Context: an optimization exercise on an open-source flow, tuned for small area, a short achievable clock period and few clock cycles. The choices shown serve that exercise and are no tape-out recipe. Only simulation tests tie the RTL to the original design; equivalence was not proved. Power and IR drop assume default switching activity.

### design/flow/design.v
package sobelPkg;
	typedef logic [7:0]  grayT;  
	typedef logic [15:0] rgbT;   
	typedef enum logic [1:0] {
		viewGray,       
		viewEdge,       
		viewThreshold   
	} viewModeT;
	typedef enum logic [1:0] {
		pixelOutside,   
		pixelBorder,    
		pixelInterior   
	} pixelClassT;
	localparam int thresholdCount = 7;  
	function automatic grayT thresholdTable(input logic [2:0] index);
		case (index)
			3'd0:    thresholdTable = 8'd50;
			3'd1:    thresholdTable = 8'd100;
			3'd2:    thresholdTable = 8'd120;
			3'd3:    thresholdTable = 8'd140;
			3'd4:    thresholdTable = 8'd160;
			3'd5:    thresholdTable = 8'd180;
			3'd6:    thresholdTable = 8'd200;
			default: thresholdTable = 8'd220;
		endcase
	endfunction
	function automatic rgbT toRgb565(input grayT gray);
		toRgb565 = {gray[7:3], gray[7:2], gray[7:3]};  
	endfunction
endpackage
`timescale 1ns/1ps
module frameScanner #(
	parameter int imageWidth   = 16,
	parameter int imageHeight  = 12,
	parameter int screenWidth  = 20,
	parameter int screenHeight = 14,
	localparam int depth     = imageWidth * imageHeight,
	localparam int addrWidth = $clog2(depth),
	localparam int xWidth    = $clog2(screenWidth),
	localparam int yWidth    = $clog2(screenHeight)
) (
	input  logic                 clock,
	input  logic                 resetApp,
	input  logic                 loadValid,
	input  logic [addrWidth-1:0] loadAddr,
	input  sobelPkg::grayT       loadData,
	input  logic                 modeGray,    
	input  logic                 pixelValid,
	input  logic                 pixelReady,
	input  logic                 skidValid,
	input  logic                 lastPixel,   
	input  logic                 s2Valid,
	output logic                 rotate,
	output logic                 wrValid,
	output logic [addrWidth-1:0] wrPlace,
	output sobelPkg::grayT       wrData,
	output logic                 go,          
	output logic                 cmdIssue,    
	output logic                 cmdOutside,  
	output logic                 cmdBorder    
);
	localparam int centre = imageWidth + 1;  
	logic [addrWidth-1:0] sAfter;
	logic                 started;  
	logic [xWidth-1:0]    fx;       
	logic [yWidth-1:0]    fy;
	logic [2:0]           lag;      
	logic                 hold;     
	logic                 ldValid1;
	logic [addrWidth-1:0] ldAddr1;
	sobelPkg::grayT       ldData1;
	logic inImage, onBorder, needsWindow, aligned, startedNext, goNext, rotateOk;
	logic pixelOk, issueNext, rotateIssue, rotateNext, pop, push;
	logic [1:0] occupancy;
	logic [3:0] owed;
	assign inImage  = (fx < xWidth'(imageWidth)) && (fy < yWidth'(imageHeight));
	assign onBorder = (fx == '0) || (fx == xWidth'(imageWidth - 1)) ||
	                  (fy == '0) || (fy == yWidth'(imageHeight - 1));
	assign needsWindow = inImage && (modeGray || !onBorder || !started);
	assign aligned     = (sAfter == addrWidth'(centre));
	assign startedNext = !resetApp && (started || (aligned && !ldValid1));
	assign pop  = pixelValid && pixelReady;
	assign push = go && s2Valid;
	always_comb begin
		occupancy = 2'(pixelValid) + 2'(skidValid) + 2'(push) - 2'(pop);
	end
	assign goNext = !resetApp && (occupancy <= 2'd1);
	assign rotateOk = !hold;
	assign pixelOk  = needsWindow ? (lag == 3'd0 && rotateOk)
	                              : (!inImage || rotateOk || lag != 3'd7);
	assign issueNext   = startedNext && goNext && pixelOk;
	assign owed        = 4'(lag) + 4'(issueNext && inImage);
	assign rotateIssue = startedNext && rotateOk && (owed != 4'd0);
	assign rotateNext  = startedNext ? rotateIssue : !aligned;
	logic [addrWidth-1:0] sNorm;
	assign sNorm = (sAfter >= addrWidth'(depth)) ? sAfter - addrWidth'(depth) : sAfter;
	always_ff @(posedge clock) begin
		rotate <= rotateNext;
		if (rotateNext) sAfter <= (sNorm == '0) ? addrWidth'(depth - 1) : sNorm - 1'b1;
		else            sAfter <= sNorm;
	end
	logic [addrWidth:0]   placeSum;
	logic [addrWidth-1:0] place0, place1;
	always_comb begin
		placeSum = {1'b0, ldAddr1} + {1'b0, sAfter};
		place0   = (placeSum >= (addrWidth+1)'(depth)) ? addrWidth'(placeSum - (addrWidth+1)'(depth))
		                                               : placeSum[addrWidth-1:0];
		place1   = (place0 == '0) ? addrWidth'(depth - 1) : place0 - 1'b1;
	end
	always_ff @(posedge clock) begin
		ldValid1 <= loadValid;
		ldAddr1  <= loadAddr;
		ldData1  <= loadData;
		wrValid  <= ldValid1;
		wrPlace  <= rotateNext ? place1 : place0;
		wrData   <= ldData1;
	end
	always_ff @(posedge clock or posedge resetApp) begin
		if (resetApp) begin
			started    <= 1'b0;
			fx         <= '0;
			fy         <= '0;
			lag        <= '0;
			hold       <= 1'b0;
			go         <= 1'b0;
			cmdIssue   <= 1'b0;
			cmdOutside <= 1'b0;
			cmdBorder  <= 1'b0;
		end else begin
			started    <= startedNext;
			go         <= goNext;
			cmdIssue   <= issueNext;
			cmdOutside <= !inImage;
			cmdBorder  <= onBorder;
			lag        <= 3'(owed - 4'(rotateIssue));
			hold       <= (hold && !(pop && lastPixel)) ||
			              (rotateIssue && sAfter == addrWidth'(centre + 1));
			if (issueNext) begin
				if (fx == xWidth'(screenWidth - 1)) begin
					fx <= '0;
					fy <= (fy == yWidth'(screenHeight - 1)) ? '0 : fy + 1'b1;
				end else begin
					fx <= fx + 1'b1;
				end
			end
		end
	end
endmodule
`timescale 1ns/1ps
module imageMemory #(
	parameter int imageWidth  = 16,
	parameter int imageHeight = 12,
	localparam int depth     = imageWidth * imageHeight,
	localparam int addrWidth = $clog2(depth)
) (
	input  logic                 clock,
	input  logic                 rotate,    
	input  logic                 wrValid,   
	input  logic [addrWidth-1:0] wrPlace,
	input  sobelPkg::grayT       wrData,
	output sobelPkg::grayT       tapP1, tapP2, tapP3, tapP4, tapP5,
	output sobelPkg::grayT       tapP6, tapP7, tapP8, tapP9
);
	logic [depth*8-1:0] ring;  
	genvar k;
	generate
		for (k = 0; k < depth; k++) begin : g_place
			logic wen;
			assign wen = wrValid && (wrPlace == addrWidth'(k));
			always_ff @(posedge clock) begin
				if (rotate || wen) begin
					if (wen) ring[8*k +: 8] <= (k % 2 == 1) ? ~wrData : wrData;
					else     ring[8*k +: 8] <= ~ring[8*((k + 1) % depth) +: 8];
				end
			end
		end
	endgenerate
	assign tapP1 =  ring[8*0 +: 8];
	assign tapP2 = ~ring[8*1 +: 8];
	assign tapP3 =  ring[8*2 +: 8];
	assign tapP4 =  ring[8*imageWidth +: 8];
	assign tapP5 = ~ring[8*(imageWidth + 1) +: 8];
	assign tapP6 =  ring[8*(imageWidth + 2) +: 8];
	assign tapP7 =  ring[8*(2*imageWidth) +: 8];
	assign tapP8 = ~ring[8*(2*imageWidth + 1) +: 8];
	assign tapP9 =  ring[8*(2*imageWidth + 2) +: 8];
endmodule
`timescale 1ns/1ps
module sobelKernel (
	input  logic           clock,
	input  logic           resetApp,
	input  logic           go,
	input  logic           cmdIssue,
	input  logic           cmdOutside,
	input  logic           cmdBorder,
	input  logic           modeGray,
	input  sobelPkg::grayT tapP1, tapP2, tapP3, tapP4, tapP5,
	input  sobelPkg::grayT tapP6, tapP7, tapP8, tapP9,
	output logic           s2Valid,
	output sobelPkg::grayT gradX, gradY
);
	function automatic sobelPkg::grayT sum121(input sobelPkg::grayT a, b, c);
		logic [9:0] sum;
		sum = 10'(a) + {1'b0, b, 1'b0} + 10'(c);
		sum121 = (sum > 10'd255) ? 8'hFF : sum[7:0];
	endfunction
	logic           s1Valid;
	sobelPkg::grayT s1Top, s1Bottom, s1Left, s1Right;
	sobelPkg::grayT top, bottom, left, right;
	always_comb begin
		top    = '0;
		bottom = '0;
		left   = '0;
		right  = '0;
		if (cmdOutside) begin
		end else if (modeGray) begin
			top = tapP5;
		end else if (cmdBorder) begin
			top = 8'hFF;
		end else begin
			top    = sum121(tapP1, tapP2, tapP3);
			bottom = sum121(tapP7, tapP8, tapP9);
			left   = sum121(tapP1, tapP4, tapP7);
			right  = sum121(tapP3, tapP6, tapP9);
		end
	end
	always_ff @(posedge clock or posedge resetApp) begin
		if (resetApp) begin
			s1Valid <= 1'b0;
			s2Valid <= 1'b0;
		end else if (go) begin
			s1Valid <= cmdIssue;
			s2Valid <= s1Valid;
		end
	end
	always_ff @(posedge clock) begin
		if (go) begin
			s1Top    <= top;
			s1Bottom <= bottom;
			s1Left   <= left;
			s1Right  <= right;
			gradY    <= (s1Top > s1Bottom) ? s1Top - s1Bottom : 8'd0;
			gradX    <= (s1Right > s1Left) ? s1Right - s1Left : 8'd0;
		end
	end
endmodule
`timescale 1ns/1ps
module pixelFormatter #(
	parameter int screenWidth  = 20,
	parameter int screenHeight = 14,
	localparam int xWidth = $clog2(screenWidth),
	localparam int yWidth = $clog2(screenHeight)
) (
	input  logic              clock,
	input  logic              resetApp,
	input  logic              push,       
	input  sobelPkg::grayT    gradX,
	input  sobelPkg::grayT    gradY,
	input  sobelPkg::grayT    threshold,  
	output logic              skidValid,
	output logic              lastPixel,
	output logic              pixelValid,
	input  logic              pixelReady,
	output logic [xWidth-1:0] pixelX,
	output logic [yWidth-1:0] pixelY,
	output sobelPkg::rgbT     pixelData
);
	logic [8:0]     gradSum;
	sobelPkg::grayT magnitude, gray, skidGray;
	logic           pop;
	always_comb begin
		gradSum   = {1'b0, gradY} + {1'b0, gradX};
		magnitude = gradSum[8] ? 8'hFF : gradSum[7:0];
		if (magnitude < threshold) magnitude = 8'd0;
	end
	assign pop       = pixelValid && pixelReady;
	assign lastPixel = (pixelX == xWidth'(screenWidth - 1)) && (pixelY == yWidth'(screenHeight - 1));
	assign pixelData = sobelPkg::toRgb565(gray);
	always_ff @(posedge clock or posedge resetApp) begin
		if (resetApp) begin
			pixelValid <= 1'b0;
			skidValid  <= 1'b0;
			pixelX     <= '0;
			pixelY     <= '0;
		end else begin
			if (skidValid) begin
				if (pop) skidValid <= push;
			end else if (pixelValid && !pop) begin
				skidValid <= push;
			end else begin
				pixelValid <= push;
			end
			if (pop) begin
				if (pixelX == xWidth'(screenWidth - 1)) begin
					pixelX <= '0;
					pixelY <= (pixelY == yWidth'(screenHeight - 1)) ? '0 : pixelY + 1'b1;
				end else begin
					pixelX <= pixelX + 1'b1;
				end
			end
		end
	end
	always_ff @(posedge clock) begin
		if (skidValid) begin
			if (pop) begin
				gray     <= skidGray;
				skidGray <= magnitude;
			end
		end else if (pixelValid && !pop) begin
			skidGray <= magnitude;
		end else begin
			gray <= magnitude;
		end
	end
endmodule
`timescale 1ns/1ps
module sobelEdgeTop #(
	parameter int imageWidth   = 16,
	parameter int imageHeight  = 12,
	parameter int screenWidth  = 20,
	parameter int screenHeight = 14,
	localparam int addrWidth = $clog2(imageWidth * imageHeight),
	localparam int xWidth    = $clog2(screenWidth),
	localparam int yWidth    = $clog2(screenHeight)
) (
	input  logic                      clock,
	input  logic                      resetApp,
	input  logic                      loadValid,
	input  logic [addrWidth-1:0]      loadAddr,
	input  sobelPkg::grayT                      loadData,
	input  sobelPkg::viewModeT                  viewMode,
	input  logic [sobelPkg::thresholdCount-1:0] thresholdSelect,
	output logic                      pixelValid,
	input  logic                      pixelReady,
	output logic [xWidth-1:0]         pixelX,
	output logic [yWidth-1:0]         pixelY,
	output sobelPkg::rgbT                       pixelData
);
	logic                 rotate, wrValid, go, cmdIssue, cmdOutside, cmdBorder;
	logic                 s2Valid, skidValid, lastPixel, modeGray;
	logic [addrWidth-1:0] wrPlace;
	logic [2:0]           thresholdIndex;
	sobelPkg::grayT       wrData, gradX, gradY, threshold;
	sobelPkg::grayT       tapP1, tapP2, tapP3, tapP4, tapP5, tapP6, tapP7, tapP8, tapP9;
	always_comb begin
		thresholdIndex = 3'd0;
		if ($onehot(thresholdSelect)) begin
			for (int i = 0; i < sobelPkg::thresholdCount; i++)
				if (thresholdSelect[i]) thresholdIndex = 3'(i + 1);
		end
	end
	always_ff @(posedge clock) begin
		modeGray  <= (viewMode == sobelPkg::viewGray);
		threshold <= (viewMode == sobelPkg::viewThreshold) ? sobelPkg::thresholdTable(thresholdIndex)
		                                                   : 8'd0;
	end
	frameScanner #(
		.imageWidth(imageWidth), .imageHeight(imageHeight),
		.screenWidth(screenWidth), .screenHeight(screenHeight)
	) u_frameScanner (
		.clock, .resetApp, .loadValid, .loadAddr, .loadData, .modeGray,
		.pixelValid, .pixelReady, .skidValid, .lastPixel, .s2Valid,
		.rotate, .wrValid, .wrPlace, .wrData, .go, .cmdIssue, .cmdOutside, .cmdBorder
	);
	imageMemory #(.imageWidth(imageWidth), .imageHeight(imageHeight)) u_imageMemory (
		.clock, .rotate, .wrValid, .wrPlace, .wrData,
		.tapP1, .tapP2, .tapP3, .tapP4, .tapP5, .tapP6, .tapP7, .tapP8, .tapP9
	);
	sobelKernel u_sobelKernel (
		.clock, .resetApp, .go, .cmdIssue, .cmdOutside, .cmdBorder, .modeGray,
		.tapP1, .tapP2, .tapP3, .tapP4, .tapP5, .tapP6, .tapP7, .tapP8, .tapP9,
		.s2Valid, .gradX, .gradY
	);
	pixelFormatter #(.screenWidth(screenWidth), .screenHeight(screenHeight)) u_pixelFormatter (
		.clock, .resetApp, .push(go && s2Valid), .gradX, .gradY, .threshold,
		.skidValid, .lastPixel, .pixelValid, .pixelReady, .pixelX, .pixelY, .pixelData
	);
endmodule
### design/flow/run.sh
#!/bin/bash
# synth_recipe.tcl (not shown) runs the flow's synth.tcl, then flattens the netlist and writes it again
# the make line also repeats each setting of config.mk as NAME=value (left out here)
make -C /OpenROAD-flow-scripts/flow DESIGN_CONFIG=/design/flow/config.mk WORK_HOME=/design/flow/orfs CLKGATE_MAP_FILE= SYNTH_SCRIPT=/design/flow/synth_recipe.tcl finish
### design/flow/config.mk
export PLATFORM = sky130hd
export DESIGN_NAME = sobelEdgeTop
export DESIGN_NICKNAME = sobelEdgeTop
export VERILOG_FILES = /design/flow/design.v
export SDC_FILE = /design/flow/constraint.sdc
export NUM_CORES = 4
export LEC_CHECK = 0
export CAP_MARGIN = 20
export CORE_MARGIN = 2
export CORE_UTILIZATION = 40
export SLEW_MARGIN = 20
### design/flow/constraint.sdc
create_clock -name core_clock -period 6.5 [get_ports {clock}]
set_input_delay 1.3000 -clock core_clock [delete_from_list [all_inputs] [get_ports {clock}]]
set_output_delay 1.3000 -clock core_clock [all_outputs]
set_load 0.01 [all_outputs]
==> flow_summary.toml, run 1 <==
[run_status]
status = "timing/DRC/antenna clean"

[yosys]
yosysWarnings = 5
synth_area_um2 = 73200
synth_top_flop_cell = "edfxtp_1"
ys_ff_latch = 1678
synth_area_per_cell_um2 = 13.3
yosysSeqAreaShare = 0.680
synth_top_area_cell = "edfxtp_1"
ys_types = 72
synth_edf_count = 1602
synth_nets = 5663
yosys.area.top_type_share = 0.657
synthTopCellsByArea = "edfxtp_1 66%, mux2i_1 11%, a21oi_1 5.6%, nor2_1 4.4%, clkbuf_1 1.6%"
synthArstFlopShare = 0.0185
synthCells = 5504

[floorplanning]
start_util = 0.401
fp.dieH_um = 432
design.core.area_um2 = 182000
die_w_um = 432
ios = 55
rows = 157
dieArea_um2 = 187000

[route]
num_vias = 41700
drc = 0
first_pass_iters = 5
viasPerCell = 5.25
wl_per_cell_um = 20.1
drt-initial-drc-count = 3565
routed_wl_um = 160000
final_antenna_net_count = 0

[clock_network]
cts-resized-gates = 0
clock_sinks = 1678
numCtsBuffers = 176
cts_setup_buffers = 0
clock_latency_ns = 0.81
hold_buffers = 0
cts_root_buf = "clkbuf_16"
h-tree-depth = 4
cts_tree = "yes"
clockBufferDepth = 3
clk_pin_slew_worst_paths_ns = 0.06

[grt]
antenna_found_initial = 3
use_met2 = 0.280
grt.busiest_layer = "met2"
grt_use_met3 = 0.0295
grt_overflow = 0
grt_use_met1 = 0.233
grt_pass1_wl_um = 247000
grt_max_degree = 173
grtUsageTotal = 0.170
grt_pass1_vias = 41500

[critical_path]
r2r_slack_ns = 1.88
slowest_delay_ns = 0.60
arrival_ns = 5.82
path_cells = "clkdlybuf4s50_1, nor2_1, ha_1, a311oi_1, nor2b_1, a21boi_2, and2_1, ha_1, ha_1, nor4bb_1, a211oi_1, a21oi_1, buf_4, nor3_1, and2_2, mux2_2, mux2i_1"
r2r_end = "u_frameScanner.wrPlace[6]"
reg2reg_depth = 17
criticalPathCategory = "in2reg"
required_ns = 7.22
r2r_start = "u_pixelFormatter.pixelValid"
crit_top_cell = "ha_1"
critPathMaxFanout = 9
critPathCaptureType = "flip-flop"
startpoint_type = "input port"
slowest_stage = "a21oi_1"

[pwr]
p_clk_frac = 0.263
internal_power_uw = 26300
p_leak_uw = 0.0279
p_sw_frac = 0.281
p_switching_uw = 10300
peakVddDrop_v = 0.000301
pwr-share-comb = 0.198
p_seq_frac = 0.538
powerDensity_nw_per_um2 = 449

[worst_hold_path]
hp-class = "reg2reg"
hold_depth = 0
min_from = "u_frameScanner.ldData1[7]"
hold_end = "u_frameScanner.wrData[7]"

[final_layout]
fin_nets = 5584
drive_gt1_frac = 0.0763
area_growth_pct = 11.2

[sta]
tightest_slew_ns = 1.10
period_share = 0.784
drv_slew = 0
finalSetupViolCount = 0
fmaxAchievable_ghz = 0.196
rsz0062_at_grt = "false"
finClkSkew_ns = 0.0381
slew_headroom = 0.268
tns_ns = 0
fin_crit_ns = 5.10
hold_viol = 0
layout_setup_ws_ns = 1.40

[placed_design]
numPortBuffers = 54
dp_worst_setup_slack_ns = 0.608
hpwl_um = 93800
place_congestion = 0.797

[run]
cap_violations = 0
## cell usage after synthesis, drive strengths merged, types with 14 or more instances
| cell | number |
|---|---|
| edfxtp | 1602 |
| inv | 122 |
| o21a | 36 |
| nor3 | 36 |
| o21ai | 40 |
| mux2i | 776 |
| dfxtp | 45 |
| nor2b | 22 |
| nand2b | 144 |
| ha | 90 |
| fa | 40 |
| clkbuf | 321 |
| mux2 | 14 |
| dfrtp | 31 |
| nand2 | 191 |
| a21oi | 827 |
| buf | 29 |
| or2 | 75 |
| xnor2 | 35 |
| nor2 | 883 |
## critical path, delay by kind of cell
kind / cells / cell delay [ns]
compound gates: 4 / 1.48
fa+ha+maj: 3 / 0.70
buf+inv: 2 / 0.80
mux: 2 / 0.37
simple gates: 6 / 1.17
## routing by layer
metal,up-vias,part of all wire
met5,-,0.000081
met3,194,0.050
met1,20800,0.45
met4,2,0.019
li1,19900,-
met2,920,0.48
## sequential cells by signal, summed over array words and instances, names as in the netlist, 6 cells and up
signal / cells
threshold: 7
u_frameScanner.ldAddr1: 8
u_frameScanner.ldData1: 8
u_frameScanner.sAfter: 8
u_frameScanner.wrData: 8
u_frameScanner.wrPlace: 8
u_imageMemory.ring: 1536
u_pixelFormatter.gray: 6
u_pixelFormatter.skidGray: 6
u_sobelKernel.gradX: 8
u_sobelKernel.gradY: 8
u_sobelKernel.s1Bottom: 8
u_sobelKernel.s1Left: 8
u_sobelKernel.s1Right: 8
u_sobelKernel.s1Top: 8
## worst max-delay path by stage
stage	slack, ns	from	cells after the start	endpoint
after detailed placement	0.61	pixelReady	17	u_frameScanner.wrPlace[6]
after CTS	1.44	pixelReady	17	u_frameScanner.wrPlace[6]
final	1.40	pixelReady	17	u_frameScanner.wrPlace[6]
after floorplan	2.01	pixelReady	15	u_frameScanner.wrPlace[7]
after global placement	0.71	pixelReady	17	u_frameScanner.wrPlace[6]
after global routing	1.02	pixelReady	16	u_frameScanner.wrPlace[7]
## placed cells by master (no fill, tap or decap), drive strengths merged, types with 35 or more instances in the layout
| cell type | netlist | layout |
|---|---|---|
| o21a | 36 | 36 |
| xnor2 | 35 | 35 |
| clkinv | 0 | 80 |
| a21oi | 827 | 827 |
| mux2i | 776 | 776 |
| fa | 40 | 40 |
| dfxtp | 45 | 45 |
| ha | 90 | 90 |
| nand2b | 144 | 144 |
| nor3 | 36 | 36 |
| or2 | 75 | 75 |
| nor2 | 883 | 883 |
| o21ai | 40 | 40 |
| clkbuf | 321 | 227 |
| clkdlybuf4s50 | 0 | 54 |
| nand2 | 191 | 191 |
| edfxtp | 1602 | 1602 |
| inv | 122 | 128 |
| buf | 29 | 39 |
## power groups by stage
| stage | Clock [µW] | Combinational (µW) | Sequential [µW] |
|---|---|---|---|
| 3_3_place_gp | 0 | 7100 | 19800 |
| 3_5_place_dp | 0 | 7210 | 19800 |
| 4_1_cts | 9850 | 7300 | 19700 |
| 2_1_floorplan | 0 | 5490 | 18800 |
| 6_report | 9630 | 7250 | 19700 |
| 5_1_grt | 10300 | 8160 | 20100 |
## cell families after synthesis
family / share of synthesized area
xor+xnor: 0.00574
flops: 0.680
mux: 0.108
compound gates: 0.0697
buf+inv: 0.0248
fa+ha+maj: 0.0263
simple gates: 0.0855
## cell type report
| class | instances | area, µm² |
|---|---|---|
| Fill cell | 16100 | 101000 |
| Sequential cell | 1678 | 49800 |
| Multi-Input combinational cell | 3354 | 21700 |
| Clock buffer | 227 | 4800 |
| Tap cell | 2385 | 2980 |
| Timing Repair Buffer | 93 | 921 |
| Clock inverter | 96 | 707 |
| Inverter | 122 | 458 |
| Antenna cell | 1 | 2.50 |
## per-stage QoR
stage,utilization,area [µm²],cells,hold WS (ns),total power (µW)
2_1_floorplan,-,73200,5504,0.310,24300
3_3_place_gp,0.416,75900,7632,0.312,26900
3_5_place_dp,0.416,75900,7632,0.312,27000
4_1_cts,0.446,81400,7955,0.326,36900
5_1_grt,0.446,81400,7955,0.329,38500
6_report,0.446,81400,7956,0.324,36600
Testbench counts, summed over its fixed seeds: cycles 38,640.
==> run 2, diff against run 1 <==
--- a/design/flow/design.v
+++ b/design/flow/design.v
@@ -114,3 +114,3 @@
 		wrValid  <= ldValid1;
-		wrPlace  <= rotateNext ? place1 : place0;
+		wrPlace  <= aligned ? place0 : place1;  
 		wrData   <= ldData1;
@@ -163,13 +163,30 @@
 );
-	logic [depth*8-1:0] ring;  
-	genvar k;
+	logic               phase;  
+	logic [depth*8-1:0] ring;   
+	sobelPkg::grayT     wrStored;
+	logic [2:0]         selHigh;  
+	logic [7:0]         selMid, selLow;
+	always_ff @(posedge clock) phase <= !phase;
+	assign wrStored = wrData ^ {8{phase}};
+	always_comb begin
+		selHigh = '0;
+		selMid  = '0;
+		selLow  = '0;
+		selHigh[wrPlace[7:6]] = wrValid;
+		selMid[wrPlace[5:3]]  = 1'b1;
+		selLow[wrPlace[2:0]]  = 1'b1;
+	end
+	genvar k, b;
 	generate
 		for (k = 0; k < depth; k++) begin : g_place
-			logic wen;
-			assign wen = wrValid && (wrPlace == addrWidth'(k));
-			always_ff @(posedge clock) begin
-				if (rotate || wen) begin
-					if (wen) ring[8*k +: 8] <= (k % 2 == 1) ? ~wrData : wrData;
-					else     ring[8*k +: 8] <= ~ring[8*((k + 1) % depth) +: 8];
-				end
+			logic keep, shift, write;
+			ringSelect u_select (
+				.rotate, .selHigh(selHigh[k / 64]), .selMid(selMid[(k / 8) % 8]),
+				.selLow(selLow[k % 8]), .keep, .shift, .write
+			);
+			for (b = 0; b < 8; b++) begin : g_bit
+				ringBit u_bit (
+					.clock, .keep, .shift, .write, .next(ring[8*((k + 1) % depth) + b]),
+					.data(wrStored[b]), .stored(ring[8*k + b])
+				);
 			end
@@ -177,11 +194,37 @@
 	endgenerate
-	assign tapP1 =  ring[8*0 +: 8];
-	assign tapP2 = ~ring[8*1 +: 8];
-	assign tapP3 =  ring[8*2 +: 8];
-	assign tapP4 =  ring[8*imageWidth +: 8];
-	assign tapP5 = ~ring[8*(imageWidth + 1) +: 8];
-	assign tapP6 =  ring[8*(imageWidth + 2) +: 8];
-	assign tapP7 =  ring[8*(2*imageWidth) +: 8];
-	assign tapP8 = ~ring[8*(2*imageWidth + 1) +: 8];
-	assign tapP9 =  ring[8*(2*imageWidth + 2) +: 8];
+	assign tapP1 = ring[8*0 +: 8] ^ {8{phase}};
+	assign tapP2 = ring[8*1 +: 8] ^ {8{phase}};
+	assign tapP3 = ring[8*2 +: 8] ^ {8{phase}};
+	assign tapP4 = ring[8*imageWidth +: 8] ^ {8{phase}};
+	assign tapP5 = ring[8*(imageWidth + 1) +: 8] ^ {8{phase}};
+	assign tapP6 = ring[8*(imageWidth + 2) +: 8] ^ {8{phase}};
+	assign tapP7 = ring[8*(2*imageWidth) +: 8] ^ {8{phase}};
+	assign tapP8 = ring[8*(2*imageWidth + 1) +: 8] ^ {8{phase}};
+	assign tapP9 = ring[8*(2*imageWidth + 2) +: 8] ^ {8{phase}};
+endmodule
+module ringSelect (
+	input  logic rotate,
+	input  logic selHigh,
+	input  logic selMid,
+	input  logic selLow,
+	output logic keep,
+	output logic shift,
+	output logic write
+);
+	assign write = selHigh && selMid && selLow;
+	assign keep  = !rotate && !write;
+	assign shift = rotate && !write;
+endmodule
+module ringBit (
+	input  logic clock,
+	input  logic keep,
+	input  logic shift,
+	input  logic write,
+	input  logic next,    
+	input  logic data,
+	output logic stored
+);
+	always_ff @(posedge clock) begin
+		stored <= !((stored && keep) || (next && shift) || (data && write));
+	end
 endmodule
--- a/design/flow/config.mk
+++ b/design/flow/config.mk
@@ -9,3 +9,5 @@
 export CORE_MARGIN = 2
-export CORE_UTILIZATION = 40
+export CORE_UTILIZATION = 60
+export SETUP_SLACK_MARGIN = 3.7
 export SLEW_MARGIN = 20
+export SYNTH_HIERARCHICAL = 1
==> flow_summary.toml, run 2 <==
[yosys]
yosys.area.top_type_share = 0.515
ys_types = 98
synth_compound_area_frac = 0.278
synthCells = 4713
yosysWarnings = 12
synth_top_flop_cell = "dfxtp_1"
synth_area_per_cell_um2 = 13.0
synth_edf_count = 66
synth_fa_ha_area_frac = 0.0336
synthSimpleGateAreaFrac = 0.0974
synth_nets = 4883
synth_top_family_by_area = "compound AO/OA/AOI/OAI gates"
synth_area_um2 = 61500
synth.most_common_cell = "dfxtp_1"
synth-xor-area-share = 0.0177
synthTopCellsByArea = "dfxtp_1 52%, a222oi_1 25%, and3_4 3.5%, edfxtp_1 3.2%, nor2b_2 2.7%"
yosysSeqAreaShare = 0.560
synthArstFlopShare = 0.0185
synth_top_area_cell = "dfxtp_1"
synth_mux_area_frac = 0.00311
synthTopCellsByCount = "1,582 x dfxtp_1, 1,536 x a222oi_1, 253 x nor2_1, 193 x nor2b_2, 192 x and3_4"
ys_ff_latch = 1679

[sta]
tightest_slew_ns = 1.05
worst_hold_slack_ns = 0.314
drv_slew = 0
slew_headroom = 0.298
tns_ns = 0
period_share = 0.572
finClkSkew_ns = 0.0296
fmaxAchievable_ghz = 0.269
finalSetupViolCount = 0
hold_viol = 0
rsz0062_at_grt = "true"
fin_crit_ns = 3.72

[pwr]
p_sw_frac = 0.263
p_seq_frac = 0.498
p_switching_uw = 6430
internal_power_uw = 18000
powerDensity_nw_per_um2 = 337
p_clk_frac = 0.378
pwr-share-comb = 0.124
peakVddDrop_v = 0.000336
p_leak_uw = 0.0343

[clock_network]
clockBufferDepth = 3
clock_sinks = 1679
h-tree-depth = 4
cts_tree = "yes"
numCtsBuffers = 166
cts_root_buf = "clkbuf_16"
clock_latency_ns = 0.78
clk_pin_slew_worst_paths_ns = 0.06

[final_layout]
final_cells = 6581
area_growth_pct = 17.8
final_cell_mix = "1,575 x dfxtp_1, 1,536 x a222oi_1, 235 x nor2_1"
drive_gt1_frac = 0.208
max_flop_register = "u_imageMemory.g_place.g_bit.u_bit.stored"
mostFrequentLayoutCell = "dfxtp_1"
n_fill_cell = 7148
num_antenna_cells = 0
largest_reg_flops = 1536
fin_nets = 5250

[grt]
grt_pass1_vias = 46600
grt_pass1_wl_um = 261000
grt_max_degree = 195
grt_overflow = 0
antenna_found_initial = 1
grtUsageTotal = 0.306

[critical_path]
r2r_slack_ns = 2.85
critPathMaxFanout = 6
required_ns = 7.20
criticalPathCategory = "in2reg"
startpoint_type = "input port"
arrival_ns = 4.42
critPathCaptureType = "flip-flop"

[route]
wl_per_cell_um = 26.1
routed_wl_um = 171000
viasPerCell = 7.55
wl_met3_um = 15200
num_vias = 49700
drt-initial-drc-count = 12100
final_antenna_net_count = 0
wl_met2_um = 79000
drc = 0
top_layer_used = "met4"
first_pass_iters = 17
met1Wirelength_um = 73200

[run_status]
status = "timing/DRC/antenna clean"

[floorplanning]
start_util = 0.604
ios = 55
rows = 117
die_w_um = 324
dieArea_um2 = 105000
fp.dieH_um = 324
design.core.area_um2 = 102000

[placed_design]
hpwl_um = 94800
place_congestion = 0.828
dp.cells = 6146
numPortBuffers = 54

[run]
cap_violations = 0

[worst_hold_path]
hp-class = "reg2reg"
==> run 2: cell types whose count changed after synthesis, moves of 85 or more <==
cell,delta
a21oi_1,-764
a222oi_1,+1536
and3_4,+192
clkbuf_1,-314
dfxtp_1,+1537
edfxtp_1,-1536
mux2i_1,-767
nand2_1,-144
nand2b_1,-134
nor2_1,-610
nor2b_2,+193
xor2_1,+85
==> run 2: worst max-delay path, stage by stage <==
cell and delay (ns):
buf_8 0.10, and2_4 0.14, ha_4 0.25, inv_2 0.04, ha_4 0.23, a21oi_4 0.13
xnor2_2 0.09, nor2_2 0.18, and2_4 0.17, a21boi_4 0.20, and2_4 0.17, ha_4 0.14
ha_4 0.14, nor2_1 0.04, o211ai_1 0.18, and3b_4 0.31, a21oi_4 0.05, or4b_1 0.47
nand2_1 0.08
==> run 2: worst paths after layout <==
path / to / startpoint / depth (start not counted)
min reg2reg: u_frameScanner.wrData[3] / u_frameScanner.ldData1[3] / 0
max reg2reg: u_frameScanner.sAfter[6] / u_pixelFormatter.skidValid / 18
max in group asynchronous: u_pixelFormatter.skidValid / resetApp / 2
min in group asynchronous: u_sobelKernel.s1Valid / resetApp / 2
min: u_frameScanner.wrData[3] / u_frameScanner.ldData1[3] / 0
max: u_frameScanner.sAfter[6] / pixelReady / 19
==> run 2: through the flow <==
step,power (µW),instance area [µm²],setup slack (ns),utilization
final,24400,72400,2.78,0.712
after global routing,25300,72400,2.68,0.712
after CTS,24300,71500,2.83,0.703
after detailed placement,14900,64300,1.27,0.632
after global placement,14800,64300,1.35,0.632
after floorplan,13900,61800,2.25,-
==> run 2: cell type report <==
cell class	count	area, µm²	share of cell area
well taps	1368	1710	0.0236
inverters	110	420	0.00581
multi-input cells	2896	28000	0.387
clock inverters	50	379	0.00523
clock buffers	251	4890	0.0675
flip-flops and latches	1679	34500	0.476
repair buffers	227	2570	0.0355
==> run 2: timing repair <==
| action | 4_1_cts | 5_1_grt |
|---|---|---|
| cloned | 10 | 6 |
| gates resized for setup | 298 | 120 |
| buffers inserted | 82 | 36 |
| hold buffers | 0 | 0 |
| pin swaps | 98 | 66 |
| setup endpoints to repair | 1568 | 1116 |
==> run 2: power groups by stage <==
stage	clock, µW	combinational, µW	sequential, µW
after global routing	9800	3280	12200
after detailed placement	0	2540	12300
after global placement	0	2470	12300
final	9230	3030	12200
after CTS	9360	2810	12100
after floorplan	0	1780	12100
==> run 2: kinds of logic after synthesis <==
kind of cell    after synthesis
flops                      1679
other cells                   1
mux                          18
buf+inv                     142
simple gates                832
compound gates             1776
xor+xnor                    124
fa+ha+maj                   141
==> run 2: per-layer routing <==
| metal | up-vias | global-route usage |
|---|---|---|
| met5 | - | 0 |
| met4 | 0 | 0.0878 |
| met3 | 294 | 0.0407 |
| met2 | 2460 | 0.488 |
| met1 | 24700 | 0.437 |
| li1 | 22200 | - |
==> run 2: per-module statistics from Yosys, one instance, submodules excluded, a selection <==
module,area [µm²],flops+latches,copies in the design,cells inside
sobelKernel,4580,50,1,422
sobelEdgeTop,432,8,1,47
ringBit,30.0,1,1536,2
ringSelect,23.8,0,192,3
Testbench counts of run 2, summed over its fixed seeds: cycles 38,640.
==> run 3, diff against run 2 <==
--- a/design/flow/design.v
+++ b/design/flow/design.v
@@ -66,36 +66,28 @@
 	logic [yWidth-1:0]    fy;
+	logic                 fImage;   
+	logic                 fBorder;  
 	logic [2:0]           lag;      
 	logic                 hold;     
-	logic                 ldValid1;
-	logic [addrWidth-1:0] ldAddr1;
-	sobelPkg::grayT       ldData1;
-	logic inImage, onBorder, needsWindow, aligned, startedNext, goNext, rotateOk;
+	logic needsWindow, aligned, startedNext, goNext, rotateOk;
 	logic pixelOk, issueNext, rotateIssue, rotateNext, pop, push;
-	logic [1:0] occupancy;
-	logic [3:0] owed;
-	assign inImage  = (fx < xWidth'(imageWidth)) && (fy < yWidth'(imageHeight));
-	assign onBorder = (fx == '0) || (fx == xWidth'(imageWidth - 1)) ||
-	                  (fy == '0) || (fy == yWidth'(imageHeight - 1));
-	assign needsWindow = inImage && (modeGray || !onBorder || !started);
+	logic [xWidth-1:0] nx;
+	logic [yWidth-1:0] ny;
+	assign needsWindow = fImage && (modeGray || !fBorder || !started);
 	assign aligned     = (sAfter == addrWidth'(centre));
-	assign startedNext = !resetApp && (started || (aligned && !ldValid1));
+	assign startedNext = !resetApp && (started || aligned);
 	assign pop  = pixelValid && pixelReady;
 	assign push = go && s2Valid;
-	always_comb begin
-		occupancy = 2'(pixelValid) + 2'(skidValid) + 2'(push) - 2'(pop);
-	end
-	assign goNext = !resetApp && (occupancy <= 2'd1);
+	assign goNext = !resetApp && (skidValid ? (pop && !push) : (!pixelValid || pop || !push));
 	assign rotateOk = !hold;
 	assign pixelOk  = needsWindow ? (lag == 3'd0 && rotateOk)
-	                              : (!inImage || rotateOk || lag != 3'd7);
+	                              : (!fImage || rotateOk || lag != 3'd7);
 	assign issueNext   = startedNext && goNext && pixelOk;
-	assign owed        = 4'(lag) + 4'(issueNext && inImage);
-	assign rotateIssue = startedNext && rotateOk && (owed != 4'd0);
+	assign rotateIssue = startedNext && rotateOk && (lag != 3'd0 || (issueNext && fImage));
 	assign rotateNext  = startedNext ? rotateIssue : !aligned;
-	logic [addrWidth-1:0] sNorm;
+	logic [addrWidth-1:0] sNorm, sDec;
 	assign sNorm = (sAfter >= addrWidth'(depth)) ? sAfter - addrWidth'(depth) : sAfter;
+	assign sDec  = (sNorm == '0) ? addrWidth'(depth - 1) : sNorm - 1'b1;
 	always_ff @(posedge clock) begin
 		rotate <= rotateNext;
-		if (rotateNext) sAfter <= (sNorm == '0) ? addrWidth'(depth - 1) : sNorm - 1'b1;
-		else            sAfter <= sNorm;
+		sAfter <= rotateNext ? sDec : sNorm;
 	end
@@ -104,3 +96,3 @@
 	always_comb begin
-		placeSum = {1'b0, ldAddr1} + {1'b0, sAfter};
+		placeSum = {1'b0, loadAddr} + {1'b0, sAfter};
 		place0   = (placeSum >= (addrWidth+1)'(depth)) ? addrWidth'(placeSum - (addrWidth+1)'(depth))
@@ -110,8 +102,13 @@
 	always_ff @(posedge clock) begin
-		ldValid1 <= loadValid;
-		ldAddr1  <= loadAddr;
-		ldData1  <= loadData;
-		wrValid  <= ldValid1;
-		wrPlace  <= aligned ? place0 : place1;  
-		wrData   <= ldData1;
+		wrValid  <= loadValid;
+		wrPlace  <= aligned ? place0 : place1;
+		wrData   <= loadData;
+	end
+	always_comb begin
+		nx = fx + 1'b1;
+		ny = fy;
+		if (fx == xWidth'(screenWidth - 1)) begin
+			nx = '0;
+			ny = (fy == yWidth'(screenHeight - 1)) ? '0 : fy + 1'b1;
+		end
 	end
@@ -122,2 +119,4 @@
 			fy         <= '0;
+			fImage     <= 1'b1;
+			fBorder    <= 1'b1;
 			lag        <= '0;
@@ -132,5 +131,5 @@
 			cmdIssue   <= issueNext;
-			cmdOutside <= !inImage;
-			cmdBorder  <= onBorder;
-			lag        <= 3'(owed - 4'(rotateIssue));
+			cmdOutside <= !fImage;
+			cmdBorder  <= fBorder;
+			lag        <= lag + 3'(issueNext && fImage) - 3'(rotateIssue);
 			hold       <= (hold && !(pop && lastPixel)) ||
@@ -138,8 +137,7 @@
 			if (issueNext) begin
-				if (fx == xWidth'(screenWidth - 1)) begin
-					fx <= '0;
-					fy <= (fy == yWidth'(screenHeight - 1)) ? '0 : fy + 1'b1;
-				end else begin
-					fx <= fx + 1'b1;
-				end
+				fx      <= nx;
+				fy      <= ny;
+				fImage  <= (nx < xWidth'(imageWidth)) && (ny < yWidth'(imageHeight));
+				fBorder <= (nx == '0) || (nx == xWidth'(imageWidth - 1)) ||
+				           (ny == '0) || (ny == yWidth'(imageHeight - 1));
 			end
@@ -242,3 +240,3 @@
 	output logic           s2Valid,
-	output sobelPkg::grayT gradX, gradY
+	output sobelPkg::grayT s2Magnitude
 );
@@ -247,24 +245,13 @@
 		sum = 10'(a) + {1'b0, b, 1'b0} + 10'(c);
-		sum121 = (sum > 10'd255) ? 8'hFF : sum[7:0];
+		sum121 = (sum[9:8] != 2'b00) ? 8'hFF : sum[7:0];
 	endfunction
-	logic           s1Valid;
+	function automatic logic [8:0] posDiff(input sobelPkg::grayT a, b);
+		logic [8:0] diff;
+		diff = {1'b0, a} - {1'b0, b};
+		posDiff = diff[8] ? 9'd0 : diff;
+	endfunction
+	logic           s1Valid, s1Outside, s1Border;
 	sobelPkg::grayT s1Top, s1Bottom, s1Left, s1Right;
-	sobelPkg::grayT top, bottom, left, right;
-	always_comb begin
-		top    = '0;
-		bottom = '0;
-		left   = '0;
-		right  = '0;
-		if (cmdOutside) begin
-		end else if (modeGray) begin
-			top = tapP5;
-		end else if (cmdBorder) begin
-			top = 8'hFF;
-		end else begin
-			top    = sum121(tapP1, tapP2, tapP3);
-			bottom = sum121(tapP7, tapP8, tapP9);
-			left   = sum121(tapP1, tapP4, tapP7);
-			right  = sum121(tapP3, tapP6, tapP9);
-		end
-	end
+	logic [8:0]     gradSum;
+	sobelPkg::grayT magnitude;
 	always_ff @(posedge clock or posedge resetApp) begin
@@ -278,10 +265,19 @@
 	end
+	always_comb begin
+		gradSum = posDiff(s1Top, s1Bottom) + posDiff(s1Right, s1Left);
+		if (s1Outside)      magnitude = 8'd0;
+		else if (modeGray)  magnitude = s1Top;
+		else if (s1Border)  magnitude = 8'hFF;
+		else if (gradSum[8]) magnitude = 8'hFF;
+		else                magnitude = gradSum[7:0];
+	end
 	always_ff @(posedge clock) begin
 		if (go) begin
-			s1Top    <= top;
-			s1Bottom <= bottom;
-			s1Left   <= left;
-			s1Right  <= right;
-			gradY    <= (s1Top > s1Bottom) ? s1Top - s1Bottom : 8'd0;
-			gradX    <= (s1Right > s1Left) ? s1Right - s1Left : 8'd0;
+			s1Outside   <= cmdOutside;
+			s1Border    <= cmdBorder;
+			s1Top       <= modeGray ? tapP5 : sum121(tapP1, tapP2, tapP3);
+			s1Bottom    <= sum121(tapP7, tapP8, tapP9);
+			s1Left      <= sum121(tapP1, tapP4, tapP7);
+			s1Right     <= sum121(tapP3, tapP6, tapP9);
+			s2Magnitude <= magnitude;
 		end
@@ -299,4 +295,3 @@
 	input  logic              push,       
-	input  sobelPkg::grayT    gradX,
-	input  sobelPkg::grayT    gradY,
+	input  sobelPkg::grayT    magnitude,
 	input  sobelPkg::grayT    threshold,  
@@ -310,10 +305,5 @@
 );
-	logic [8:0]     gradSum;
-	sobelPkg::grayT magnitude, gray, skidGray;
+	sobelPkg::grayT value, gray, skidGray;
 	logic           pop;
-	always_comb begin
-		gradSum   = {1'b0, gradY} + {1'b0, gradX};
-		magnitude = gradSum[8] ? 8'hFF : gradSum[7:0];
-		if (magnitude < threshold) magnitude = 8'd0;
-	end
+	assign value = (magnitude < threshold) ? 8'd0 : magnitude;
 	assign pop       = pixelValid && pixelReady;
@@ -349,8 +339,8 @@
 				gray     <= skidGray;
-				skidGray <= magnitude;
+				skidGray <= value;
 			end
 		end else if (pixelValid && !pop) begin
-			skidGray <= magnitude;
+			skidGray <= value;
 		end else begin
-			gray <= magnitude;
+			gray <= value;
 		end
@@ -385,3 +375,3 @@
 	logic [2:0]           thresholdIndex;
-	sobelPkg::grayT       wrData, gradX, gradY, threshold;
+	sobelPkg::grayT       wrData, magnitude, threshold;
 	sobelPkg::grayT       tapP1, tapP2, tapP3, tapP4, tapP5, tapP6, tapP7, tapP8, tapP9;
@@ -414,6 +404,6 @@
 		.tapP1, .tapP2, .tapP3, .tapP4, .tapP5, .tapP6, .tapP7, .tapP8, .tapP9,
-		.s2Valid, .gradX, .gradY
+		.s2Valid, .s2Magnitude(magnitude)
 	);
 	pixelFormatter #(.screenWidth(screenWidth), .screenHeight(screenHeight)) u_pixelFormatter (
-		.clock, .resetApp, .push(go && s2Valid), .gradX, .gradY, .threshold,
+		.clock, .resetApp, .push(go && s2Valid), .magnitude, .threshold,
 		.skidValid, .lastPixel, .pixelValid, .pixelReady, .pixelX, .pixelY, .pixelData
==> flow_summary.toml, run 3 <==
[placed_design]
hpwl_um = 93300
placed_area_um2 = 63700
place_congestion = 0.875
numPortBuffers = 54

[route]
drc = 0
drt-initial-drc-count = 11700
first_pass_iters = 22
wl_per_cell_um = 26.0
num_vias = 49400
viasPerCell = 7.56
routed_wl_um = 170000
final_antenna_net_count = 0

[sta]
finalSetupViolCount = 0
hold_viol = 0
fmaxAchievable_ghz = 0.270
rsz0062_at_grt = "true"
tns_ns = 0
period_share = 0.569
drv_slew = 0
tightest_slew_ns = 1.35
finClkSkew_ns = 0.0247
fin_crit_ns = 3.70
slew_headroom = 0.0967

[floorplanning]
start_util = 0.607
die_w_um = 323
ios = 55
dieArea_um2 = 104000
rows = 116
design.core.area_um2 = 100000
fp.dieH_um = 323

[final_layout]
largest_reg_flops = 1536
max_flop_register = "u_imageMemory.g_place.g_bit.u_bit.stored"
final_area_um2 = 72400
final_cell_mix = "1,558 x dfxtp_1, 1,536 x a222oi_1, 230 x nor2_1"
drive_gt1_frac = 0.215
area_growth_pct = 18.7
mostFrequentLayoutCell = "dfxtp_1"
fin_nets = 5219

[clock_network]
cts_tree = "yes"
numCtsBuffers = 162
clock_sinks = 1658
clockBufferDepth = 3
cts_root_buf = "clkbuf_16"
clk_pin_slew_worst_paths_ns = 0.06
clock_latency_ns = 0.76
h-tree-depth = 4

[critical_path]
required_ns = 6.98
r2r_end = "u_sobelKernel.s2Magnitude[5]"
arrival_ns = 4.18
critPathMaxFanout = 4
reg2reg_depth = 15
r2r_slack_ns = 2.80
startpoint_type = "flip-flop"
criticalPathCategory = "reg2reg"
r2r_start = "u_sobelKernel.s1Bottom[0]"
critPathCaptureType = "flip-flop"

[yosys]
synthCells = 4686
synth_area_per_cell_um2 = 13.0
yosysSeqAreaShare = 0.557
synth.most_common_cell = "dfxtp_1"
yosys.area.top_type_share = 0.514
synth_top_area_cell = "dfxtp_1"
synth_area_um2 = 61000
synthTopCellsByCount = "1,565 x dfxtp_1, 1,536 x a222oi_1, 244 x nor2_1, 193 x nor2b_2, 192 x and3_4"
ys_types = 96
synth_nets = 4853
synth_edf_count = 60
synth_top_flop_cell = "dfxtp_1"
ys_ff_latch = 1658
synthTopCellsByArea = "dfxtp_1 51%, a222oi_1 25%, and3_4 3.5%, edfxtp_1 3.0%, nor2b_2 2.8%"
synthArstFlopShare = 0.0199
yosysWarnings = 12

[run]
cap_violations = 0

[worst_hold_path]
hold_depth = 0
hold_end = "u_frameScanner.cmdBorder"
min_from = "u_frameScanner.fBorder"
hp-class = "reg2reg"

[run_status]
status = "timing/DRC/antenna clean"

[pwr]
p_total_uw = 40000
p_leak_uw = 0.0329
peakVddDrop_v = 0.000375
powerDensity_nw_per_um2 = 552

[grt]
grt_overflow = 0
grt_pass1_wl_um = 262000
antenna_found_initial = 0
grt_max_degree = 207
grt_pass1_vias = 47000
grtUsageTotal = 0.308
==> run 3: cell count changes in the layout (fill, tap and decap cells not counted), sizes merged, moves of 12 or more <==
cell	before	now
o21a	36	14
o21ai	35	55
dfxtp	1582	1565
inv	118	101
clkinv	39	23
nand2b	10	26
a221oi	3	16
nor2b	205	218
a21oi	65	53
==> run 3: per-layer routing <==
metal	track usage	part of all wire	vias to the layer above
met5	0	0	-
met4	0.0990	0.025	0
met3	0.0437	0.085	305
met2	0.494	0.46	2352
met1	0.432	0.43	24600
li1	-	-	22200
==> run 3: kinds of logic after synthesis <==
logic type	Yosys count	share of synthesized area
AOI/OAI and AO/OA	1772	0.279
xor gates and xnor gates	119	0.0171
adders and majority gates	138	0.0333
buffers and inverters	129	0.00960
DFF	1658	0.557
muxes	19	0.00332
other	1	0.0000615
and+or+nand+nor	850	0.100
==> run 3: cell type report <==
| type | count | area (µm²) |
|---|---|---|
| clock inverters | 44 | 556 |
| repair buffers | 233 | 2470 |
| inverters | 97 | 369 |
| clock buffers | 247 | 5000 |
| fillers | 6864 | 28000 |
| well taps | 1357 | 1700 |
| flip-flops and latches | 1658 | 34000 |
| diodes | 1 | 2.50 |
| multi-input cells | 2900 | 28300 |
==> run 3: worst max path at each step <==
| stage | startpoint | endpoint | slack (ns) | cells past startpoint |
|---|---|---|---|---|
| floorplan | loadAddr[0] | u_frameScanner.wrPlace[7] | 2.78 | 11 |
| global placement | thresholdSelect[4] | threshold[7] | 2.14 | 10 |
| detailed placement | thresholdSelect[4] | threshold[7] | 2.06 | 10 |
| CTS | u_sobelKernel.s1Top[0] | u_sobelKernel.s2Magnitude[4] | 2.81 | 16 |
| global route | u_sobelKernel.s1Right[0] | u_sobelKernel.s2Magnitude[4] | 2.67 | 16 |
| finish | u_sobelKernel.s1Bottom[0] | u_sobelKernel.s2Magnitude[5] | 2.80 | 15 |
==> run 3: stage by stage <==
step	hold slack (ns)	setup WS, ns	std cells	util
floorplan	0.396	2.78	4686	-
CTS	0.426	2.81	6477	0.710
global route	0.434	2.67	6536	0.721
finish	0.424	2.80	6537	0.721
global placement	0.411	2.14	6100	0.634
detailed placement	0.412	2.06	6101	0.635
==> run 3: report_power, final <==
part           leakage [µW]  switching, µW  total, µW  internal (µW)
clock network       0.00274           3870       9640           5770
registers            0.0140           3280      18400          15100
logic                0.0161           6040      11900           5910
total                0.0329          13200      40000          26800
==> run 3: modules after synthesis (local to each module, per instance), excerpt <==
module        times used  cell area, µm²  flip-flops and latches
ringSelect           192            23.8                       0
sobelEdgeTop           1             432                       8
ringBit             1536            30.0                       1
sobelKernel            1            4760                      44
==> run 3: timing repair <==
item / CTS / global route
pin swaps: 88 / 97
buffers inserted: 82 / 57
cloned: 3 / 2
hold buffers: 0 / 0
setup endpoints to repair: 1618 / 897
gates resized for setup: 326 / 123
hold endpoints to repair: 0 / 0
==> run 3: worst max-delay path, stage by stage (launching register included) <==
cell,delay (ns)
edfxtp_1,0.43
ha_4,0.19
fa_2,0.36
nor2b_2,0.14
o31a_1,0.16
o21a_1,0.21
o21ai_4,0.08
buf_4,0.16
a221oi_4,0.27
ha_1,0.30
o21ai_1,0.15
nor2_1,0.08
or3_4,0.38
a221oi_4,0.27
buf_6,0.17
a221oi_2,0.07
Testbench counts of run 3, summed over its fixed seeds: cycles 38,640.
==> run 4, diff against run 3 <==
--- a/design/flow/config.mk
+++ b/design/flow/config.mk
@@ -10,3 +10,4 @@
 export CORE_UTILIZATION = 60
-export SETUP_SLACK_MARGIN = 3.7
+export CTS_BUF_LIST = sky130_fd_sc_hd__clkbuf_4 sky130_fd_sc_hd__clkbuf_8
+export SETUP_SLACK_MARGIN = 3.9
 export SLEW_MARGIN = 20
==> flow_summary.toml, run 4 <==
[grt]
grt_pass1_vias = 49000
grt_overflow = 0
grtUsageTotal = 0.320
antenna_found_initial = 5
grt_pass1_wl_um = 270000
grt_max_degree = 207

[sta]
tns_ns = 0
fmaxAchievable_ghz = 0.268
period_share = 0.574
hold_viol = 0
rsz0062_at_grt = "true"
tightest_slew_ns = 1.24
drv_slew = 0
fin_crit_ns = 3.73
finClkSkew_ns = 0.0447
slew_headroom = 0.177
finalSetupViolCount = 0

[critical_path]
required_ns = 7.13
slowest_stage = "edfxtp_1"
arrival_ns = 4.36
startpoint_type = "flip-flop"
critPathCaptureType = "flip-flop"
slowest_delay_ns = 0.37
reg2reg_depth = 16
critPathMaxFanout = 4
path_cells = "ha_1, fa_2, nor2b_1, o21a_1, o21a_1, o211ai_1, buf_4, buf_4, a211oi_4, ha_4, o21ai_1, nor2_1, or3_4, a221oi_4, buf_4, a221oi_2"
crit_top_cell = "buf_4"
criticalPathCategory = "reg2reg"

[clock_network]
numCtsBuffers = 277
clock_latency_ns = 0.94
clockBufferDepth = 4
clock_sinks = 1658
hold_buffers = 0
clk_pin_slew_worst_paths_ns = 0.06
cts_tree = "yes"
h-tree-depth = 5
cts_root_buf = "clkbuf_8"

[placed_design]
hpwl_um = 93300
dp.cells = 6101
place_congestion = 0.875
numPortBuffers = 54

[pwr]
powerDensity_nw_per_um2 = 549
p_leak_uw = 0.0337
peakVddDrop_v = 0.000402

[worst_hold_path]
hp-class = "reg2reg"
hold_depth = 1

[floorplanning]
die_w_um = 323
design.core.area_um2 = 100000
rows = 116
fp.dieH_um = 323
start_util = 0.607
ios = 55
dieArea_um2 = 104000

[final_layout]
largest_reg_flops = 1536
drive_gt1_frac = 0.266
final_cells = 6802
fin_nets = 5437
mostFrequentLayoutCell = "dfxtp_1"
n_fill_cell = 6779
area_growth_pct = 20.4
final_cell_mix = "1,557 x dfxtp_1, 1,536 x a222oi_1, 325 x clkbuf_8"
max_flop_register = "u_imageMemory.g_place.g_bit.u_bit.stored"

[yosys]
synth_fa_ha_area_frac = 0.0333
synth_area_um2 = 61000
yosysWarnings = 12
synth_compound_area_frac = 0.279
synth_top_flop_cell = "dfxtp_1"
synth_top_family_by_area = "compound AO/OA/AOI/OAI gates"
synth-xor-area-share = 0.0171
synthCells = 4686
synth_top_area_cell = "dfxtp_1"
yosys.area.top_type_share = 0.514
synthSimpleGateAreaFrac = 0.100
ys_types = 96
synth.most_common_cell = "dfxtp_1"
synthTopCellsByArea = "dfxtp_1 51%, a222oi_1 25%, and3_4 3.5%, edfxtp_1 3.0%, nor2b_2 2.8%"
synth_edf_count = 60
synth_nets = 4853
synthTopCellsByCount = "1,565 x dfxtp_1, 1,536 x a222oi_1, 244 x nor2_1, 193 x nor2b_2, 192 x and3_4"
yosysSeqAreaShare = 0.557
ys_ff_latch = 1658
synthArstFlopShare = 0.0199
synth_mux_area_frac = 0.00332
synth_area_per_cell_um2 = 13.0

[route]
drt-initial-drc-count = 12200
num_vias = 51100
drc = 0
final_antenna_net_count = 0
routed_wl_um = 178000
wl_per_cell_um = 26.2
first_pass_iters = 22
viasPerCell = 7.52

[run]
cap_violations = 0

[run_status]
status = "timing/DRC/antenna clean"
-- run 4: cell counts after synthesis --
No cell type changed its count.
-- run 4: final cells by class --
| cell class | count | area, µm² | share of cell area |
|---|---|---|---|
| clock inverters | 40 | 428 | 0.00583 |
| well taps | 1357 | 1700 | 0.0231 |
| multi-input cells | 2901 | 28500 | 0.388 |
| flip-flops and latches | 1658 | 34000 | 0.463 |
| inverters | 97 | 372 | 0.00506 |
| diodes | 5 | 12.5 | 0.000170 |
| clock buffers | 409 | 5100 | 0.0695 |
| repair buffers | 335 | 3330 | 0.0454 |
-- run 4: through the flow --
step / total power, µW / setup slack [ns] / util / hold WS [ns] / instance area (µm²)
after floorplan: 24000 / 2.78 / - / 0.396 / 61300
after global placement: 27100 / 2.14 / 0.634 / 0.411 / 63700
after detailed placement: 27400 / 2.06 / 0.635 / 0.412 / 63700
after CTS: 38600 / 2.79 / 0.718 / 0.400 / 72100
after global routing: 42300 / 2.70 / 0.731 / 0.421 / 73500
final: 40300 / 2.77 / 0.731 / 0.406 / 73500
-- run 4: final timing paths --
| check | start | end | slack, ns |
|---|---|---|---|
| setup / recovery | u_sobelKernel.s1Left[0] | u_sobelKernel.s2Magnitude[5] | 2.77 |
| hold / removal | u_imageMemory.g_place[166].g_bit[5].u_bit.stored | u_imageMemory.g_place[165].g_bit[5].u_bit.stored | 0.41 |
| setup reg to reg | u_sobelKernel.s1Left[0] | u_sobelKernel.s2Magnitude[5] | 2.77 |
| hold reg to reg | u_imageMemory.g_place[166].g_bit[5].u_bit.stored | u_imageMemory.g_place[165].g_bit[5].u_bit.stored | 0.41 |
| max in group asynchronous | resetApp | u_frameScanner.go | 5.14 |
| min in group asynchronous | resetApp | u_sobelKernel.s1Valid | 0.50 |
-- run 4: per-module statistics from Yosys (local to each module, per instance), excerpt --
module / times used / cell area [µm²]
sobelKernel: 1 / 4760
ringBit: 1536 / 30.0
sobelEdgeTop: 1 / 432
ringSelect: 192 / 23.8
-- run 4: worst max-delay path: cells and delay by family, from the launching register on --
kind	cells	cell delay (ns)
AO/OA/AOI/OAI	7	1.15
adder cells (fa/ha/maj)	3	0.85
AND/OR/NAND/NOR	3	0.57
buffers and inverters	3	0.51
flip-flops	1	0.37
-- run 4: cells by family after synthesis --
kind of cell	after synthesis
compound gates	1772
xor+xnor	119
fa+ha+maj	138
buf+inv	129
flops	1658
mux	19
other cells	1
simple gates	850
-- run 4: report_power, final --
group / internal, µW / leakage (µW) / switching (µW)
clock network: 5310 / 0.00293 / 4000
registers: 15100 / 0.0140 / 3270
logic: 6210 / 0.0167 / 6430
total: 26600 / 0.0337 / 13700
-- run 4: what timing repair did --
item | CTS | global route
setup endpoints to repair | 1631 | 1115
setup buffers | 171 | 67
resized for setup | 404 | 152
pin swaps | 113 | 111
cloned | 6 | 3
endpoints found under the hold margin | 0 | 0
-- run 4: layer usage --
layer	vias up	GRT usage	wire, µm
li1	22600	-	-
met5	-	0	13
met3	424	0.0528	16000
met1	25400	0.438	73900
met2	2676	0.504	82800
met4	2	0.131	5710

what the ideal ports hide:
In the flow no input, the clock included, has a driving cell. The finished layouts below were timed again as built, in two steps. Step 1: set_driving_cell puts a clkbuf_16 on clock and a buf_2 on each other input, an assumption about the parent block. Step 2 moves the port delays by t, midway between the first and last clock arrival at a register: inputs arrive t later, outputs are due t later. That takes back most of the time a late clock gives input paths. a / b / c = ideal / step 1 / step 2; a / b = the first two.
| run | t, ns | setup WS [ns] | worst hold slack (ns) | worst setup path after step 2 | clock arrival spread, ns |
|---|---|---|---|---|---|
| run 1 | 0.871 | 1.404 / 1.453 / 0.582 | 0.324 / 0.324 / 0.324 | input to register | 0.042 / 0.042 |
| run 2 | 0.837 | 2.784 / 2.820 / 1.983 | 0.314 / 0.314 / 0.314 | input to register | 0.031 / 0.031 |
| run 3 | 0.821 | 2.800 / 2.800 / 2.600 | 0.424 / 0.424 / 0.424 | input to register | 0.026 / 0.025 |
| run 4 | 0.976 | 2.769 / 2.769 / 2.584 | 0.406 / 0.406 / 0.406 | input to register | 0.052 / 0.052 |
After both steps every run listed still meets setup and hold. For run 1, which loses most, drivers alone change the setup slack by +0.049 ns; drivers and shift together by -0.822 ns.
